Context: an optimization exercise on an open-source flow, tuned for small area. The choices shown serve that exercise and are no tape-out recipe. Function was checked by simulation only, so behaviour that the tests miss may differ from the original.

== run A ==
Design fma_unit, start of the top module:
module fma_unit (
    input  logic        clk_i,
    input  logic        rst_i,
    input  logic        start_i,
    input  logic [31:0] a_i,
    input  logic [31:0] b_i,
    input  logic [31:0] c_i,
    input  logic        sub_i,
    input  logic [2:0]  rnd_i,
    output logic        done_o,
    output logic [37:0] res_o
);
==> flow/config.mk <==
export PLATFORM = sky130hd
export DESIGN_NAME = fma_unit
export DESIGN_NICKNAME = fma_unit
export VERILOG_FILES = /design/flow/design.v
export SDC_FILE = /design/flow/constraint.sdc
export NUM_CORES = 4
export LEC_CHECK = 0
export CAP_MARGIN = 20
export CORE_MARGIN = 2
export CORE_UTILIZATION = 40
export CTS_BUF_LIST = sky130_fd_sc_hd__clkbuf_8
export SLEW_MARGIN = 20
export SYNTH_HIERARCHICAL = 1
==> flow/constraint.sdc <==
create_clock -name core_clock -period 13.0 [get_ports {clk_i}]
set_input_delay 2.6000 -clock core_clock [delete_from_list [all_inputs] [get_ports {clk_i}]]
set_output_delay 2.6000 -clock core_clock [all_outputs]
set_load 0.01 [all_outputs]
standard.sh (not shown) runs the stock make flow with config.mk's settings and CLKGATE_MAP_FILE= SYNTH_SCRIPT=/design/flow/synth_recipe.tcl, a recipe that flattens the netlist after the stock synthesis.
==> flow/flow/run.sh <==
#!/bin/bash
# Standard layout, with the port buffers made of the smallest buffer cell.
cp standard.sh standard_sh.log
export BUFFER_PORTS_ARGS="-buffer_cell sky130_fd_sc_hd__buf_1"
bash standard.sh > standard.log 2>&1
## Diff of input files: run B against run A
- CORE_UTILIZATION: 40 -> 30
==> run summary <==
The final layout from run B, which completed every stage, passed the timing, DRC and antenna checks at the end of the flow.
Run B vs. run A: shortest clock period the worst path allows after layout decreased by 0.28 ns relative to the old numbers.
Diff run B..run A | clock transition at the register clock pins on the worst setup and hold paths after CTS | negligible
[run B] wire length fell 7.2% relative to run A

========
== job 9969 ==
Another version of the RTL of fma_unit (not shown whole).
Size in the first run: ~140 I/O pins.
==> flow/design.v (excerpt) <==
module fma_unit (
    input  logic        clk_i,
    input  logic        rst_i,
    input  logic        start_i,
    input  logic [31:0] a_i,
    input  logic [31:0] b_i,
    input  logic [31:0] c_i,
    input  logic        sub_i,
    input  logic [2:0]  rnd_i,
    output logic        done_o,
    output logic [37:0] res_o
);
==> flow/config.mk <==
export PLATFORM = sky130hd
export DESIGN_NAME = fma_unit
export DESIGN_NICKNAME = fma_unit
export VERILOG_FILES = /design/flow/design.v
export SDC_FILE = /design/flow/constraint.sdc
export NUM_CORES = 4
export LEC_CHECK = 0
export CAP_MARGIN = 20
export CORE_MARGIN = 2
export CORE_UTILIZATION = 40
export CTS_BUF_LIST = sky130_fd_sc_hd__clkbuf_8
export PLACE_DENSITY = 0.75
export SLEW_MARGIN = 20
export SYNTH_HIERARCHICAL = 1
==> flow/constraint.sdc <==
create_clock -name core_clock -period 13.0 [get_ports {clk_i}]
set_input_delay 2.6000 -clock core_clock [delete_from_list [all_inputs] [get_ports {clk_i}]]
set_output_delay 2.6000 -clock core_clock [all_outputs]
set_load 0.01 [all_outputs]
Scripts as last shown in full above: flow/flow/run.sh
Job 9969 closes out successfully: all stages finished, all timing, DRC and antenna checks passed.
Setup changes, job 9969 to job 979
--- a/flow/config.mk
+++ b/flow/config.mk
@@ -8,7 +8,6 @@
 export CAP_MARGIN = 20
 export CORE_MARGIN = 2
-export CORE_UTILIZATION = 40
+export CORE_UTILIZATION = 60
 export CTS_BUF_LIST = sky130_fd_sc_hd__clkbuf_8
-export PLACE_DENSITY = 0.75
 export SLEW_MARGIN = 20
 export SYNTH_HIERARCHICAL = 1
### Flow results
The final reports for job 979 and job 9969 show routed metal-1 wire length lower in the former.
Status: number of nets in the finished design parity (job 979, job 9969)
In job 979, final area is lower than in job 9969.
The inputs of job 9179 differ from those of job 979 as listed below.
--- a/flow/config.mk
+++ b/flow/config.mk
@@ -8,5 +8,5 @@
 export CAP_MARGIN = 20
 export CORE_MARGIN = 2
-export CORE_UTILIZATION = 60
+export CORE_UTILIZATION = 40
 export CTS_BUF_LIST = sky130_fd_sc_hd__clkbuf_8
 export SLEW_MARGIN = 20
==> comparison <==
Job 9179 has completed all stages; timing, DRC and antenna checks passed.
Placed instance count of job 9179 exceeds that of job 979 by a little under 10%.
Job 9179 ends up with lower count of vias placed by the detailed router than job 979 does.
Cmp job 9179 vs job 979: final estimated routing congestion in global placement lower in job 9179
Between job 979 and job 9179, the wire length of the first global-routing pass figures differ only marginally.
Between job 979 and job 9179, the final layout net count figures differ only marginally.
The run showing the greater number of tap cells inserted is job 9179.
Input changes introduced in job 2604 (baseline for comparison: job 9179):
--- a/flow/config.mk
+++ b/flow/config.mk
@@ -10,4 +10,5 @@
 export CORE_UTILIZATION = 40
 export CTS_BUF_LIST = sky130_fd_sc_hd__clkbuf_8
+export GPL_TIMING_DRIVEN = 0
 export SLEW_MARGIN = 20
 export SYNTH_HIERARCHICAL = 1
==> run summary <==
Looking at the reports, job 2604 completed the entire flow and the layout it produced met the timing, DRC and antenna checks. Via count in job 2604 vs job 9179: up 453. Number of cells in the design after placement: job 2604 vs job 9179 down 0.69%. The first-iteration detailed-routing DRC count in job 2604 is 1.07 times that in job 9179. Changes observed in job 2604 relative to job 9179: final non-filler cell area went up 2.2%.

## what the ideal ports hide
The results above use ideal ports. As a check the final layouts listed here were re-extracted and re-timed, cells and wires unchanged.
Step 1 sets driving cells, clkbuf_16 on the clock port and buf_2 on the other inputs (assumed; they add their load-dependent delay and slew).
Step 2 times the ports against the registers' clock, not the clock port: input delays grow and output delays shrink by t, the midpoint of the rising clock arrivals with the driver on.
a / b / c = ideal ports / drivers / drivers and shift; a / b = the first two.
run	shift t [ns]	slack for setup (ns)	cell pins on the clock port's net
run A	0.498	0.862 / 0.862 / 0.830	1
run B	0.528	1.146 / 1.146 / 0.666	1
job 9969	0.496	0.717 / 0.717 / 0.411	1
job 979	0.526	0.648 / 0.648 / 0.341	1
job 9179	0.513	0.689 / 0.713 / 0.200	1
job 2604	0.518	0.473 / 0.500 / -0.018	1
With both steps, setup timing fails in job 2604, where it was met with ideal ports. For job 2604, which loses most, drivers alone change the setup slack by +0.027 ns; drivers and shift together by -0.491 ns.
